Background: an optimization exercise with open tools, aiming at small area. Do not read the settings as production practice. Only simulation tests tie the RTL to the original design; equivalence was not proved. Power is estimated from default activity; no workload was simulated.

Setup of branch maple:
## clint_top
module clint_top (
  input  logic        clk,
  input  logic        rst_n,
  input  logic [31:0] AXI_AWADDR,
  input  logic        AXI_AWVALID,
  output logic        AXI_AWREADY,
  input  logic [31:0] AXI_WDATA,
  input  logic [3:0]  AXI_WSTRB,
  input  logic        AXI_WVALID,
  output logic        AXI_WREADY,
  output logic [1:0]  AXI_BRESP,
  output logic        AXI_BVALID,
  input  logic        AXI_BREADY,
  input  logic [31:0] AXI_ARADDR,
  input  logic        AXI_ARVALID,
  output logic        AXI_ARREADY,
  output logic [31:0] AXI_RDATA,
  output logic [1:0]  AXI_RRESP,
  output logic        AXI_RVALID,
  input  logic        AXI_RREADY,
  output logic [7:0]  hart_swi,
  output logic [7:0]  hart_timeri
);
  armleocpu_clint_timebase #(
    .HART_COUNT(8),
    .HART_COUNT_WIDTH(3),
    .TIMEBASE_DIV(4)
  ) u_clint (
    .clk(clk), .rst_n(rst_n),
    .AXI_AWADDR(AXI_AWADDR), .AXI_AWVALID(AXI_AWVALID), .AXI_AWREADY(AXI_AWREADY),
    .AXI_WDATA(AXI_WDATA), .AXI_WSTRB(AXI_WSTRB), .AXI_WVALID(AXI_WVALID), .AXI_WREADY(AXI_WREADY),
    .AXI_BRESP(AXI_BRESP), .AXI_BVALID(AXI_BVALID), .AXI_BREADY(AXI_BREADY),
    .AXI_ARADDR(AXI_ARADDR), .AXI_ARVALID(AXI_ARVALID), .AXI_ARREADY(AXI_ARREADY),
    .AXI_RDATA(AXI_RDATA), .AXI_RRESP(AXI_RRESP), .AXI_RVALID(AXI_RVALID), .AXI_RREADY(AXI_RREADY),
  ...
Size in the first run: ~3100 cells after synthesis, ~160 I/O pins, ~34000 sq um of cells after synthesis.
export LEC_CHECK = 0
export CAP_MARGIN = 20
export CORE_MARGIN = 2
export CORE_UTILIZATION = 40
export SLEW_MARGIN = 20
create_clock -name core_clock -period 5.0 [get_ports {clk}]
run.sh (not shown) runs the stock make flow with config.mk's settings and CLKGATE_MAP_FILE= SYNTH_SCRIPT=/design/flow/synth_recipe.tcl, a recipe that flattens the netlist after the stock synthesis.
branch maple finished every stage and its layout cleared the timing, design-rule and antenna checks.
What branch yarrow does differently from branch maple at the input level:
-- flow/config.mk --
<<< branch maple, line 8
export CAP_MARGIN = 20
>>> branch yarrow, line 8
export CAP_MARGIN = 0
<<< branch maple, line 10
export CORE_UTILIZATION = 40
export SLEW_MARGIN = 20
>>> branch yarrow, line 10
export CORE_UTILIZATION = 55
export CTS_BUF_LIST = sky130_fd_sc_hd__clkbuf_4 sky130_fd_sc_hd__clkbuf_8
export SLEW_MARGIN = 0
==> comparison <==
- branch yarrow finished every stage and its layout cleared the timing, design-rule and antenna checks.
- Setup slack was higher in the run labelled branch maple.
- branch maple ended up with u_clint.timeri_q[7]$_SDFF_PN0_ as its destination of the critical timing path; branch yarrow ended up with u_clint.timeri_q[6]$_SDFF_PN0_.
- branch maple → branch yarrow: power in the clock group went down by 9.6%; number of optimization iterations in the first detailed-route pass rose by 3.
- Delta (branch yarrow minus branch maple): cell depth of the worst flop-to-flop path shows a reduction of 1; overall power consumption shows a reduction of about 4%.

## before
clint_top, a different RTL version from the one above (not shown whole).
Size: roughly 2400 cells after synthesis, about 160 I/O pins, about 29000 µm² of cells after synthesis.
==> flow/config.mk <==
export PLATFORM = sky130hd
export DESIGN_NAME = clint_top
export DESIGN_NICKNAME = clint_top
export VERILOG_FILES = /design/flow/design.v
export SDC_FILE = /design/flow/constraint.sdc
export NUM_CORES = 4
export LEC_CHECK = 0
export CAP_MARGIN = 20
export CORE_MARGIN = 2
export CORE_UTILIZATION = 52
export GPL_TIMING_DRIVEN = 0
export PLACE_DENSITY = 0.7
export SLEW_MARGIN = 20
==> flow/constraint.sdc <==
create_clock -name core_clock -period 5.0 [get_ports {clk}]
set_input_delay 1.0000 -clock core_clock [delete_from_list [all_inputs] [get_ports {clk}]]
set_output_delay 1.0000 -clock core_clock [all_outputs]
set_load 0.01 [all_outputs]
standard.sh (not shown) runs the stock make flow with config.mk's settings and CLKGATE_MAP_FILE= SYNTH_SCRIPT=/design/flow/synth_recipe.tcl, a recipe that flattens the netlist after the stock synthesis.
==> flow/flow/run.sh <==
#!/bin/bash
# Layout flow: the standard ORFS flow (standard.sh) with these changes.
#  1. Synthesis is the standard flow's synthesis script unchanged except that ABC maps the combinational
#     logic with flow/abc_area.script (area-oriented mapping). Registers are mapped by the
#     standard steps before ABC runs, so they are the same as in the standard synthesis.
#  2. Port buffers use the smallest buffer cell (sky130_fd_sc_hd__buf_1).
#  3. Clock-tree synthesis clusters more sinks per buffer (clkbuf_16 only) and inserts no dummy
#     loads.
#  4. Buffers from synthesis are removed at floorplan (the ABC script inserts none anyway).
# Each tool's full output goes to the ORFS logs under orfs/logs and to flow_make.log here.
set -euo pipefail
W=$PWD
mkdir -p mysynth
sed 's#^\( *\)log_cmd abc {\*}\$abc_args#\1log_cmd abc {*}[lreplace $abc_args 1 1 '"$W"'/flow/abc_area.script]#' \
  "$FLOW_HOME/scripts/synth.tcl" > mysynth/synth.tcl
grep -q 'flow/abc_area.script' mysynth/synth.tcl
sed "s#\$::env(SCRIPTS_DIR)/synth.tcl#$W/mysynth/synth.tcl#" synth_recipe.tcl > mysynth/synth_recipe.tcl
grep -q 'mysynth/synth.tcl' mysynth/synth_recipe.tcl
sed "s#SYNTH_SCRIPT=[^ ]*#SYNTH_SCRIPT=$W/mysynth/synth_recipe.tcl#" standard.sh > mysynth/standard.sh
grep -q 'mysynth/synth_recipe.tcl' mysynth/standard.sh
export BUFFER_PORTS_ARGS="-buffer_cell sky130_fd_sc_hd__buf_1"
export CTS_ARGS="-sink_clustering_enable -repair_clock_nets -dont_use_dummy_load -sink_clustering_size 20 -sink_clustering_max_diameter 80 -buf_list {sky130_fd_sc_hd__clkbuf_16}"
export REMOVE_ABC_BUFFERS=1
bash mysynth/standard.sh > flow_make.log 2>&1
==> flow/flow/abc_area.script <==
&get -n
&st
&dch -f
&nf -p -a -F 8 -A 4
&put
From the logs: before reached the end of the flow and failed the layout checks with negative setup slack.
The following lists how after was set up differently from before:
Settings: a deleted PLACE_DENSITY that had been 0.7; a change of CORE_UTILIZATION from 52 to 45.
--- outcome ---
after and before: no clean run. after reports a higher total wirelength of the detailed-routed design than before does. after ends up with higher final area than before does. | worst-case headroom to the max-slew limit | after vs before | 2.8 points lower |.

Another version of the RTL of clint_top (not shown whole).
For scale: about 2700 cells after synthesis, about 630 flip-flops, ~160 I/O pins, ~30000 um^2 of cells after synthesis.
clock: 5.0 ns
lec_check: 0
cap_margin: 20
core_margin: 2
core_utilization: 45
slew_margin: 20
==> flow/flow/run.sh <==
#!/bin/bash
# Layout flow: the standard ORFS flow (standard.sh) with three changes.
#  1. Synthesis is the standard flow's synthesis script unchanged except that ABC maps the combinational
#     logic with flow/abc_area.script (area-oriented mapping). Registers are mapped by the
#     standard steps before ABC runs, so they are the same as in the standard synthesis.
#  2. Port buffers use the smallest buffer cell (sky130_fd_sc_hd__buf_1).
#  3. Clock-tree synthesis clusters more sinks per buffer and inserts no dummy loads.
# Each tool's full output goes to the ORFS logs under orfs/logs and to flow_make.log here.
set -euo pipefail
W=$PWD
mkdir -p mysynth
sed 's#^\( *\)log_cmd abc {\*}\$abc_args#\1log_cmd abc {*}[lreplace $abc_args 1 1 '"$W"'/flow/abc_area.script]#' \
  "$FLOW_HOME/scripts/synth.tcl" > mysynth/synth.tcl
grep -q 'flow/abc_area.script' mysynth/synth.tcl
sed "s#\$::env(SCRIPTS_DIR)/synth.tcl#$W/mysynth/synth.tcl#" synth_recipe.tcl > mysynth/synth_recipe.tcl
grep -q 'mysynth/synth.tcl' mysynth/synth_recipe.tcl
sed "s#SYNTH_SCRIPT=[^ ]*#SYNTH_SCRIPT=$W/mysynth/synth_recipe.tcl#" standard.sh > mysynth/standard.sh
grep -q 'mysynth/synth_recipe.tcl' mysynth/standard.sh
export BUFFER_PORTS_ARGS="-buffer_cell sky130_fd_sc_hd__buf_1"
export CTS_ARGS="-sink_clustering_enable -repair_clock_nets -dont_use_dummy_load -sink_clustering_size 20 -sink_clustering_max_diameter 80 -buf_list {sky130_fd_sc_hd__clkbuf_8 sky130_fd_sc_hd__clkbuf_16}"
bash mysynth/standard.sh > flow_make.log 2>&1
==> flow/flow/abc_area.script <==
&get -n
&st
&dch -f
&nf -p -a -F 8 -A 4
&put
buffer -c
topo
stime -c
upsize -c
dnsize -c
==> next run, changes <==
--- a/flow/flow/run.sh
+++ b/flow/flow/run.sh
@@ -1,9 +1,12 @@
 #!/bin/bash
-# Layout flow: the standard ORFS flow (standard.sh) with three changes.
+# Layout flow: the standard ORFS flow (standard.sh) with these changes.
 #  1. Synthesis is the standard flow's synthesis script unchanged except that ABC maps the combinational
 #     logic with flow/abc_area.script (area-oriented mapping). Registers are mapped by the
 #     standard steps before ABC runs, so they are the same as in the standard synthesis.
 #  2. Port buffers use the smallest buffer cell (sky130_fd_sc_hd__buf_1).
-#  3. Clock-tree synthesis clusters more sinks per buffer and inserts no dummy loads.
+#  3. Clock-tree synthesis clusters more sinks per buffer (clkbuf_16 only) and inserts no dummy
+#     loads.
+#  4. Buffers from synthesis are removed at floorplan (the ABC script inserts none anyway).
+#  5. Timing-driven global placement keeps none of its trial resizing.
 # Each tool's full output goes to the ORFS logs under orfs/logs and to flow_make.log here.
 set -euo pipefail
@@ -18,4 +21,7 @@
 grep -q 'mysynth/synth_recipe.tcl' mysynth/standard.sh
 export BUFFER_PORTS_ARGS="-buffer_cell sky130_fd_sc_hd__buf_1"
-export CTS_ARGS="-sink_clustering_enable -repair_clock_nets -dont_use_dummy_load -sink_clustering_size 20 -sink_clustering_max_diameter 80 -buf_list {sky130_fd_sc_hd__clkbuf_8 sky130_fd_sc_hd__clkbuf_16}"
+export CTS_ARGS="-sink_clustering_enable -repair_clock_nets -dont_use_dummy_load -sink_clustering_size 20 -sink_clustering_max_diameter 80 -buf_list {sky130_fd_sc_hd__clkbuf_16}"
+export REMOVE_ABC_BUFFERS=1
+# Timing-driven global placement guides placement only; its trial buffers are not kept.
+export GPL_KEEP_OVERFLOW=0
 bash mysynth/standard.sh > flow_make.log 2>&1
==> flow/flow/abc_area.script (replaced) <==
&get -n
&st
&dch -f
&nf -p -a -F 8 -A 4
&put
topo
stime -c
upsize -c
dnsize -c
Cell area is lower by about 0.38%.
Total power is lower by 0.40%.
Clock skew is lower by 0.020 ns.
Area after synthesis is lower by about 2.4%.
Non-clock buffer count is lower by 110.
==> next run, changes <==
--- a/flow/flow/run.sh
+++ b/flow/flow/run.sh
@@ -8,5 +8,4 @@
 #     loads.
 #  4. Buffers from synthesis are removed at floorplan (the ABC script inserts none anyway).
-#  5. Timing-driven global placement keeps none of its trial resizing.
 # Each tool's full output goes to the ORFS logs under orfs/logs and to flow_make.log here.
 set -euo pipefail
@@ -21,7 +20,5 @@
 grep -q 'mysynth/synth_recipe.tcl' mysynth/standard.sh
 export BUFFER_PORTS_ARGS="-buffer_cell sky130_fd_sc_hd__buf_1"
-export CTS_ARGS="-sink_clustering_enable -repair_clock_nets -dont_use_dummy_load -sink_clustering_size 20 -sink_clustering_max_diameter 80 -buf_list {sky130_fd_sc_hd__clkbuf_16}"
+export CTS_ARGS="-sink_clustering_enable -repair_clock_nets -dont_use_dummy_load -sink_clustering_size 24 -sink_clustering_max_diameter 80 -buf_list {sky130_fd_sc_hd__clkbuf_16}"
 export REMOVE_ABC_BUFFERS=1
-# Timing-driven global placement guides placement only; its trial buffers are not kept.
-export GPL_KEEP_OVERFLOW=0
 bash mysynth/standard.sh > flow_make.log 2>&1
Settings changed: GPL_TIMING_DRIVEN from default to 0.
Result: Total power fell by 1.1%; clock-buffer cell count fell by 1; via count fell by 3.4%; synthesized area stays the same; wire length fell by about 6%; synthesized cell count does not change.
==> next run, changes <==
==> flow/flow/abc_area.script (replaced) <==
&get -n
&st
&dch -f
&nf -p -a -F 8 -A 4
&put
What happened: Critical path depth fell by 2. Fmax rose slightly. Hold slack is worse by 0.0047 ns. Cell count stays flat. Worst setup slack is better by 0.024 ns. Power fell slightly. Design area stays flat. Synthesized area fell slightly. Global-route usage fell by 0.58 points. Non-clock buffer count rose by 9. First-iteration DRC count rose by a few percent.

-- static timing again, ports no longer ideal --
The results above use ideal ports. As a check the final layouts listed here were re-extracted and re-timed, cells and wires unchanged. Step 1 sets driving cells, clkbuf_16 on the clock port and buf_2 on the other inputs (assumed; they add their load-dependent delay and slew). Step 2 also shifts input and output timing later by t, the mid clock arrival at the registers, as if the neighbouring blocks saw the same clock. Slacks: ideal ports / drivers / drivers and shift; pairs: ideal ports / drivers.
run	t (ns)	setup slack, ns	latest minus earliest clock arrival (ns)	slew at the worst register clock pin (ns)	worst slew at a driven data input, ns
branch maple	0.680	0.666 / 0.666 / 0.502	0.026 / 0.026	0.07 / 0.07	0.04
branch yarrow	0.804	0.473 / 0.473 / 0.473	0.042 / 0.042	0.07 / 0.07	0.06
before	0.661	-0.093 / -0.093 / -0.132	0.052 / 0.051	0.09 / 0.09	0.12
after	0.649	-0.077 / -0.077 / -0.150	0.030 / 0.031	0.09 / 0.09	0.11
the first run of note 3	0.657	0.563 / 0.563 / 0.420	0.077 / 0.077	0.09 / 0.09	0.09
the second run of note 3	0.649	0.221 / 0.221 / -0.170	0.057 / 0.057	0.09 / 0.09	0.06
the third run of note 3	0.654	0.197 / 0.197 / -0.245	0.052 / 0.052	0.11 / 0.11	0.06
the fourth run of note 3	0.649	0.221 / 0.221 / 0.007	0.058 / 0.058	0.10 / 0.10	0.07
With both steps, setup timing fails in the second run of note 3 and the third run of note 3, where it was met with ideal ports. For the third run of note 3, which loses most, drivers alone change the setup slack by 0.000 ns; drivers and shift together by -0.442 ns.
